Context: an optimization exercise on an open-source flow, tuned for small area. The choices shown serve that exercise and are no tape-out recipe. Function was checked by simulation only, so behaviour that the tests miss may differ from the original.

== job 4746 ==
## iperf_stats_top
module iperf_stats_top (
  input  wire logic                                          ap_clk,
  input  wire logic                                          ap_rst_n,
  input  wire logic                                          ap_start,
  input  wire logic [iperf_stats_pkg::CYCLE_CNT_WIDTH-1:0]   time_in_cycles,
  input  wire logic                                          stat_load,
  input  wire logic [iperf_stats_pkg::CYCLE_CNT_WIDTH-1:0]   stat_load_value,
  input  wire logic                                          rx_data_valid,
  input  wire logic                                          rx_data_ready,
  input  wire logic [iperf_stats_pkg::KEEP_WIDTH-1:0]        rx_data_keep,
  input  wire logic                                          rx_data_last,
  input  wire logic                                          tx_data_valid,
  input  wire logic                                          tx_data_ready,
  input  wire logic [iperf_stats_pkg::KEEP_WIDTH-1:0]        tx_data_keep,
  input  wire logic                                          tx_data_last,
  input  wire logic                                          tx_meta_valid,
  input  wire logic                                          tx_meta_ready,
  input  wire logic                                          tx_status_valid,
  input  wire logic                                          tx_status_ready,
  input  wire logic [iperf_stats_pkg::TX_STATUS_WIDTH-1:0]   tx_status_data,
  input  wire logic                                          open_status_valid,
  input  wire logic                                          open_status_ready,
  input  wire logic [iperf_stats_pkg::OPEN_STATUS_WIDTH-1:0] open_status_data,
  input  wire logic                                          read_pkg_valid,
  input  wire logic                                          read_pkg_ready,
  input  wire logic [iperf_stats_pkg::READ_PKG_WIDTH-1:0]    read_pkg_data,
  output logic                                               running,
  output logic                                               ap_done,
  output logic                                               ap_idle,
  output logic [iperf_stats_pkg::CYCLE_CNT_WIDTH-1:0]        exec_cycles,
  output logic [iperf_stats_pkg::BYTE_CNT_WIDTH-1:0]         rx_bytes,
  output logic [iperf_stats_pkg::BYTE_CNT_WIDTH-1:0]         tx_bytes,
  output logic [iperf_stats_pkg::EVENT_CNT_WIDTH-1:0]        rx_pkts,
  output logic [iperf_stats_pkg::EVENT_CNT_WIDTH-1:0]        tx_pkts,
  output logic [iperf_stats_pkg::EVENT_CNT_WIDTH-1:0]        tx_cmds,
  output logic [iperf_stats_pkg::EVENT_CNT_WIDTH-1:0]        tx_stss,
  output logic [iperf_stats_pkg::EVENT_CNT_WIDTH-1:0]        tx_stss_good,
  output logic [iperf_stats_pkg::EVENT_CNT_WIDTH-1:0]        open_stss,
  output logic [iperf_stats_pkg::EVENT_CNT_WIDTH-1:0]        open_oks,
  output logic [iperf_stats_pkg::BYTE_CNT_WIDTH-1:0]         rd_req_total
);
clock: 4.0 ns
lec_check: 0
cap_margin: 20
core_margin: 2
core_utilization: 55
cts_buf_list: sky130_fd_sc_hd__clkbuf_16
cts_cluster_diameter: 80
cts_cluster_size: 25
slew_margin: 20
standard.sh (not shown) runs the stock make flow with config.mk's settings and CLKGATE_MAP_FILE= SYNTH_SCRIPT=/design/flow/synth_recipe.tcl, a recipe that flattens the netlist after the stock synthesis.
==> flow/flow/run.sh <==
#!/bin/bash
# The standard layout, except that the port buffers use the smallest buffer cell
set -euo pipefail
export BUFFER_PORTS_ARGS="-buffer_cell sky130_fd_sc_hd__buf_1"
bash standard.sh > standard_make.log 2>&1
Job 4746 has completed all stages; timing, DRC and antenna checks passed.
#### Input delta (job 6221 over job 4746)
# job 4746
export LEC_CHECK = 0
export CAP_MARGIN = 20
export CORE_MARGIN = 2
export CORE_UTILIZATION = 55
export CTS_BUF_LIST = sky130_fd_sc_hd__clkbuf_16
export CTS_CLUSTER_DIAMETER = 80
export CTS_CLUSTER_SIZE = 25
export SLEW_MARGIN = 20
create_clock -name core_clock -period 4.0 [get_ports {ap_clk}]
# job 6221
export LEC_CHECK = 0
export CAP_MARGIN = 20
export CORE_MARGIN = 2
export CORE_UTILIZATION = 55
export CTS_BUF_LIST = sky130_fd_sc_hd__clkbuf_8 sky130_fd_sc_hd__clkbuf_16
export CTS_CLUSTER_DIAMETER = 60
export CTS_CLUSTER_SIZE = 16
export SLEW_MARGIN = 20
create_clock -name core_clock -period 4.0 [get_ports {ap_clk}]
==> flow/flow/run.sh <==
#!/bin/bash
# The standard layout with two changes:
#  - synthesis maps the logic with an area-oriented ABC script (flow/abc_area.script);
#    everything else in synthesis, including the registers, is the standard flow's own script
#  - the port buffers use the smallest buffer cell
set -euo pipefail
here=$(pwd)
export AREA_ABC_SCRIPT=$here/flow/abc_area.script
export FLOW_SYNTH_TCL=$here/synth_recipe.tcl
export BUFFER_PORTS_ARGS="-buffer_cell sky130_fd_sc_hd__buf_1"
sed "s#SYNTH_SCRIPT=[^ ]*#SYNTH_SCRIPT=$here/flow/synth_area.tcl#" standard.sh > standard_area.sh
grep -q "SYNTH_SCRIPT=$here/flow/synth_area.tcl" standard_area.sh
bash standard_area.sh > standard_make.log 2>&1
==> flow/flow/abc_area.script (new file) <==
strash
&get -n
&st
&dch -f
&nf -a -R 1000
&put
topo
stime -c
==> flow/flow/synth_area.tcl (new file) <==
# The standard flow's synthesis (synth_recipe.tcl in the work folder), with an area-oriented ABC script
proc abc {args} {
  set i [lsearch -exact $args -script]
  if { $i >= 0 } {
    lset args [expr { $i + 1 }] $::env(AREA_ABC_SCRIPT)
  }
  yosys abc {*}$args
}
source $::env(FLOW_SYNTH_TCL)
Findings:
Lower biggest cell delay along the critical path goes to job 4746 over job 6221. Compared with job 4746, in job 6221 synthesized area lower; wire length of the first global-routing pass has decreased. Job 6221 vs job 4746, required time of the critical path went up by 0.02 ns. The run showing the greater die area is job 4746. The number of clock buffers inserted by TritonCTS of job 6221 exceeds that of job 4746 by 14.

[re-timing with driven ports]
The results above use ideal ports. As a check the final layouts listed here were re-extracted and re-timed, cells and wires unchanged.
Step 1 assumes that a clkbuf_16 drives the clock port and a buf_2 every other input.
Step 2 moves the port delays by t, midway between the first and last clock arrival at a register: inputs arrive t later, outputs are due t later. That takes back most of the time a late clock gives input paths.
Slacks: ideal ports / drivers / drivers and shift; pairs: ideal ports / drivers.
run	t, ns	setup slack, ns	worst register clock-pin slew, ns
job 4746	0.651	0.498 / 0.498 / 0.498	0.10 / 0.10
job 6221	0.631	0.158 / 0.158 / 0.158	0.07 / 0.07
After both steps every run listed still meets setup and hold.
